Context: an optimization exercise on an open-source flow, tuned for small area. The choices shown serve that exercise and are no tape-out recipe. Only simulation tests tie the RTL to the original design; equivalence was not proved. No activity file was given, so power comes from the tool's default toggle rates.

==> run a: inputs <==
==> flow/design.v <==
package nco_pkg;
  localparam int acc_width    = 32;    
  localparam int sample_width = 16;    
  localparam int level_width  = 16;    
  localparam logic [1:0] wave_off    = 2'd0;
  localparam logic [1:0] wave_saw    = 2'd1;
  localparam logic [1:0] wave_square = 2'd2;
  localparam logic [1:0] wave_tri    = 2'd3;
  localparam int cfg_width = 26;
  localparam int cfg_note  = 22;    
  localparam int cfg_oct   = 18;    
  localparam int cfg_wave  = 16;
  localparam int cfg_level = 0;
  localparam logic [2:0] st_idle  = 3'd0;
  localparam logic [2:0] st_load  = 3'd1;
  localparam logic [2:0] st_step  = 3'd2;
  localparam logic [2:0] st_shape = 3'd3;
  localparam logic [2:0] st_store = 3'd4;
  function automatic logic [23:0] note_base(input logic [3:0] note);
    case (note)
      4'd0:    note_base = 24'd1463107;
      4'd1:    note_base = 24'd1550108;
      4'd2:    note_base = 24'd1642280;
      4'd3:    note_base = 24'd1739936;
      4'd4:    note_base = 24'd1843398;
      4'd5:    note_base = 24'd1953015;
      4'd6:    note_base = 24'd2069148;
      4'd7:    note_base = 24'd2192180;
      4'd8:    note_base = 24'd2322531;
      4'd9:    note_base = 24'd2460658;
      4'd10:   note_base = 24'd2606975;
      4'd11:   note_base = 24'd2761997;
      default: note_base = 24'd0;
    endcase
  endfunction
  localparam logic [7:0] addr_note_oct = 8'h00;    
  localparam logic [7:0] addr_wave     = 8'h04;
  localparam logic [7:0] addr_level    = 8'h08;
  localparam logic [7:0] voice_stride  = 8'h10;    
endpackage
`timescale 1ns/100ps
module nco_multi_top #(
  parameter  int num_voices = 4,
  localparam int mix_width  = nco_pkg::sample_width + $clog2(num_voices)
) (
  input  logic                        clk50mhz,
  input  logic                        rst_n,
  input  logic                        psel,
  input  logic                        penable,
  input  logic                        pwrite,
  input  logic [7:0]                  paddr,
  input  logic [31:0]                 pwdata,
  output logic [31:0]                 prdata,
  output logic                        pready,
  output logic                        pslverr,
  input  logic                        sample_strobe,
  output logic signed [mix_width-1:0] mix_out,
  output logic                        sample_valid
);
  logic [3:0]  note_q  [4];
  logic [3:0]  oct_q   [4];
  logic [1:0]  wave_q  [4];
  logic [15:0] level_q [4];
  logic       amap;
  logic [1:0] av;
  logic [1:0] af;
  assign av   = paddr[5:4];
  assign af   = paddr[3:2];
  assign amap = (paddr[7:6] == 2'd0) && (paddr[1:0] == 2'd0) && (af != 2'd3);
  assign pready  = 1'b1;
  assign pslverr = !amap;    
  always_comb begin
    prdata = '0;
    if (amap) begin
      case (af)
        2'd0:    prdata[7:0]  = {oct_q[av], note_q[av]};
        2'd1:    prdata[1:0]  = wave_q[av];
        default: prdata[15:0] = level_q[av];
      endcase
    end
  end
  logic        wr;
  logic [15:0] wd;
  assign wr = psel && penable && pwrite && amap;
  assign wd = pwdata[15:0] & {16{rst_n}};
  for (genvar g = 0; g < 4; g++) begin : g_regs
    always_ff @(posedge clk50mhz) begin
      if (!rst_n || (wr && av == g && af == 2'd0)) begin
        note_q[g] <= wd[3:0];
        oct_q[g]  <= wd[7:4];
      end
      if (!rst_n || (wr && av == g && af == 2'd1)) wave_q[g]  <= wd[1:0];
      if (!rst_n || (wr && av == g && af == 2'd2)) level_q[g] <= wd;
    end
  end
  logic [2:0] seg;
  logic [4:0] bitc;
  logic       seg_end;
  logic       last;      
  assign last    = seg[2] && bitc[4] && bitc[0];
  assign seg_end = last || (bitc == 5'd31);
  always_ff @(posedge clk50mhz) begin
    if (!rst_n) begin
      seg  <= '0;
      bitc <= '0;
    end else if (seg_end) begin
      bitc <= '0;
      seg  <= seg[2] ? 3'd0 : seg + 3'd1;
    end else begin
      bitc <= bitc + 5'd1;
    end
  end
  logic       busy;        
  logic       run;         
  logic [1:0] rot;
  logic       acc_zero;    
  always_ff @(posedge clk50mhz) begin
    if (!rst_n) begin
      busy         <= 1'b0;
      run          <= 1'b0;
      rot          <= '0;
      sample_valid <= 1'b0;
      acc_zero     <= 1'b1;
    end else begin
      sample_valid <= run && last && (rot == 2'd3);
      if (sample_strobe && !busy) busy <= 1'b1;
      else if (run && last && (rot == 2'd3)) busy <= 1'b0;
      if (last) begin
        if (run) begin
          rot <= rot + 2'd1;
          if (rot == 2'd3) run <= 1'b0;
          if (rot == 2'd0) acc_zero <= 1'b0;
        end else if (busy || sample_strobe) begin
          run <= 1'b1;
          rot <= '0;
        end
      end
    end
  end
  logic [3:0]  inc_note;
  logic [3:0]  inc_oct;
  logic [5:0]  idx;
  logic [23:0] base;
  logic        inc_bit;
  assign inc_note = note_q[seg[1:0]];
  assign inc_oct  = oct_q[seg[1:0]];
  assign idx      = {1'b0, bitc} - {2'b0, inc_oct};
  assign base     = nco_pkg::note_base(inc_note);
  assign inc_bit  = !idx[5] && !(idx[4] && idx[3]) && base[idx[4:0]];
  logic [145:0] ch;
  logic         head;
  logic         addb;
  logic         tail;
  logic         carry;
  logic [15:0]  p;
  assign head = ch[0] && !(run && (rot == 2'd0) && (seg[2] || acc_zero));
  assign addb = seg[2] ? p[0] : (run && (rot == 2'd0) && inc_bit);
  assign tail = head ^ addb ^ carry;
  always_ff @(posedge clk50mhz) begin
    ch    <= {tail, ch[145:1]};
    carry <= !seg_end && ((head && addb) || (carry && (head ^ addb)));
  end
  assign mix_out = ch[145:128];
  logic        xcur;      
  logic        xprev;     
  logic        a31;       
  logic        stepping;
  logic        shifting;
  logic        lstep;     
  logic [1:0]  wv;
  logic [15:0] lv;
  logic        x;
  logic        addl;
  logic        subl;
  logic [15:0] dv;
  logic [16:0] cy;
  logic [15:0] s;
  always_comb begin
    case (rot)
      2'd0:    xcur = ch[50];
      2'd1:    xcur = ch[82];
      2'd2:    xcur = ch[114];
      default: xcur = ch[0];
    endcase
  end
  always_ff @(posedge clk50mhz) begin
    xprev <= xcur;
    if (bitc == 5'd31 && (seg[1:0] == rot || seg[1:0] == 2'd3) && !seg[2]) a31 <= tail;
  end
  assign stepping = (seg == 3'd3) && bitc[4];
  assign shifting = seg[2];
  assign lstep    = bitc[3:0] == 4'd15;
  assign wv       = wave_q[rot];
  assign lv       = level_q[rot];
  always_comb begin
    case (wv)
      2'd0:    x = lstep;
      2'd1:    x = xcur;
      2'd2:    x = (bitc[3:0] == 4'd0) || !a31;
      default: x = xprev ^ a31;
    endcase
  end
  assign addl = stepping && !lstep && x;
  assign subl = stepping && lstep && !x;
  assign dv    = subl ? ~lv : (addl ? lv : 16'd0);
  assign cy[0] = subl;
  for (genvar k = 0; k < 16; k++) begin : g_add
    assign s[k]    = p[k] ^ dv[k] ^ cy[k];
    assign cy[k+1] = (p[k] & dv[k]) | (cy[k] & (p[k] ^ dv[k]));
  end
  always_ff @(posedge clk50mhz) begin
    p[14:0] <= s[15:1];
    p[15]   <= stepping ? (cy[16] ^ subl) : (shifting && p[15]);
  end
endmodule
==> flow/run.sh <==
#!/bin/bash
# synth_recipe.tcl (not shown) runs the flow's synth.tcl, then flattens the netlist and writes it again
# the make line also repeats each setting of config.mk as NAME=value (left out here)
make -C /OpenROAD-flow-scripts/flow DESIGN_CONFIG=/design/flow/config.mk WORK_HOME=/design/flow/orfs CLKGATE_MAP_FILE= SYNTH_SCRIPT=/design/flow/synth_recipe.tcl finish
==> flow/config.mk <==
export PLATFORM = sky130hd
export DESIGN_NAME = nco_multi_top
export DESIGN_NICKNAME = nco_multi_top
export VERILOG_FILES = /design/flow/design.v
export SDC_FILE = /design/flow/constraint.sdc
export NUM_CORES = 4
export LEC_CHECK = 0
export CAP_MARGIN = 20
export CORE_MARGIN = 2
export CORE_UTILIZATION = 40
export CTS_BUF_LIST = sky130_fd_sc_hd__clkbuf_4
export CTS_CLUSTER_SIZE = 12
export SLEW_MARGIN = 20
==> flow/constraint.sdc <==
create_clock -name core_clock -period 20.0 [get_ports {clk50mhz}]
set_input_delay 4.0000 -clock core_clock [delete_from_list [all_inputs] [get_ports {clk50mhz}]]
set_output_delay 4.0000 -clock core_clock [all_outputs]
set_load 0.01 [all_outputs]
==> run b: changes against run a <==
- CTS_BUF_LIST: sky130_fd_sc_hd__clkbuf_4 -> sky130_fd_sc_hd__clkbuf_8
- CTS_CLUSTER_SIZE: 12 -> 20
==> qor summary <==
Result of the run: run b timing/DRC/antenna clean; run a timing/DRC/antenna clean
Via count of the routed design: run b 6251; run a 6412
Worst-Margin Slew: run b 1.03 ns; run a 1.01 ns
Global-route wire length before repair: run b 34100 um; run a 34800 um
Layout Utilization: run b 0.474; run a 0.474
DR iter-0 viols: run b 478; run a 482
CTS clk-pin slew, worst paths: run b 0.06 ns; run a 0.07 ns
Arrival @ worst endpoint: run b 6.44 ns; run a 6.43 ns
Power attributed to combinational cells: run b 0.0000961 W; run a 0.0000970 W
Routed wire length: run b 21300 um; run a 21600 um
Wire length on met1: run b 9800 um; run a 9790 um
Fraction of area in multi-input gates: run b 0.273; run a 0.273
Maximum clock rate: run b 95.8 MHz; run a 95.9 MHz
Clock latency on the worst-skew pair: run b 0.55 ns; run a 0.67 ns
Internal: run b 0.000943 W; run a 0.000911 W
Switching power share of the total: run b 0.230; run a 0.240
Worst Hold End: run b ch[31]; run a ch[50]
Clk root buf: run b sky130_fd_sc_hd__clkbuf_8; run a sky130_fd_sc_hd__clkbuf_4
Detailed route wirelength on metal2: run b 9890 um; run a 10100 um
Max transition margin: run b 0.312; run a 0.326
Sequential cell fraction of total power: run b 0.523; run a 0.534
VDD IR max: run b 0.0665 mV; run a 0.0739 mV
Antenna diode count: run b 0; run a 1
M1 GR Usage: run b 0.217; run a 0.214
Final Non-Filler Cells: run b 1236; run a 1284
PD cells: run b 98.8 nW/um2; run a 96.7 nW/um2

## what the ideal ports hide
The flow's constraints put no driver on any port. The routed layouts listed below were extracted and timed again, unchanged, in two steps. Step 1, drivers: a clkbuf_16 drives clk50mhz and a buf_2 each remaining input, both assumed. Step 2 also shifts input and output timing later by t, the mid clock arrival at the registers, as if the neighbouring blocks saw the same clock. Slacks: ideal ports / drivers / drivers and shift; pairs: ideal ports / drivers.
| run | t, ns | setup WS [ns] | hold slack, ns | worst setup path after step 2 |
|---|---|---|---|---|
| run a | 0.691 | 9.570 / 9.537 / 9.537 | 0.297 / 0.297 / 0.297 | input to output |
| run b | 0.589 | 9.564 / 9.526 / 9.526 | 0.320 / 0.320 / 0.320 | input to output |
After both steps setup and hold are still met in every run listed. The setup slack of run b, which loses most, moves by -0.038 ns with the drivers and by -0.038 ns with both steps.
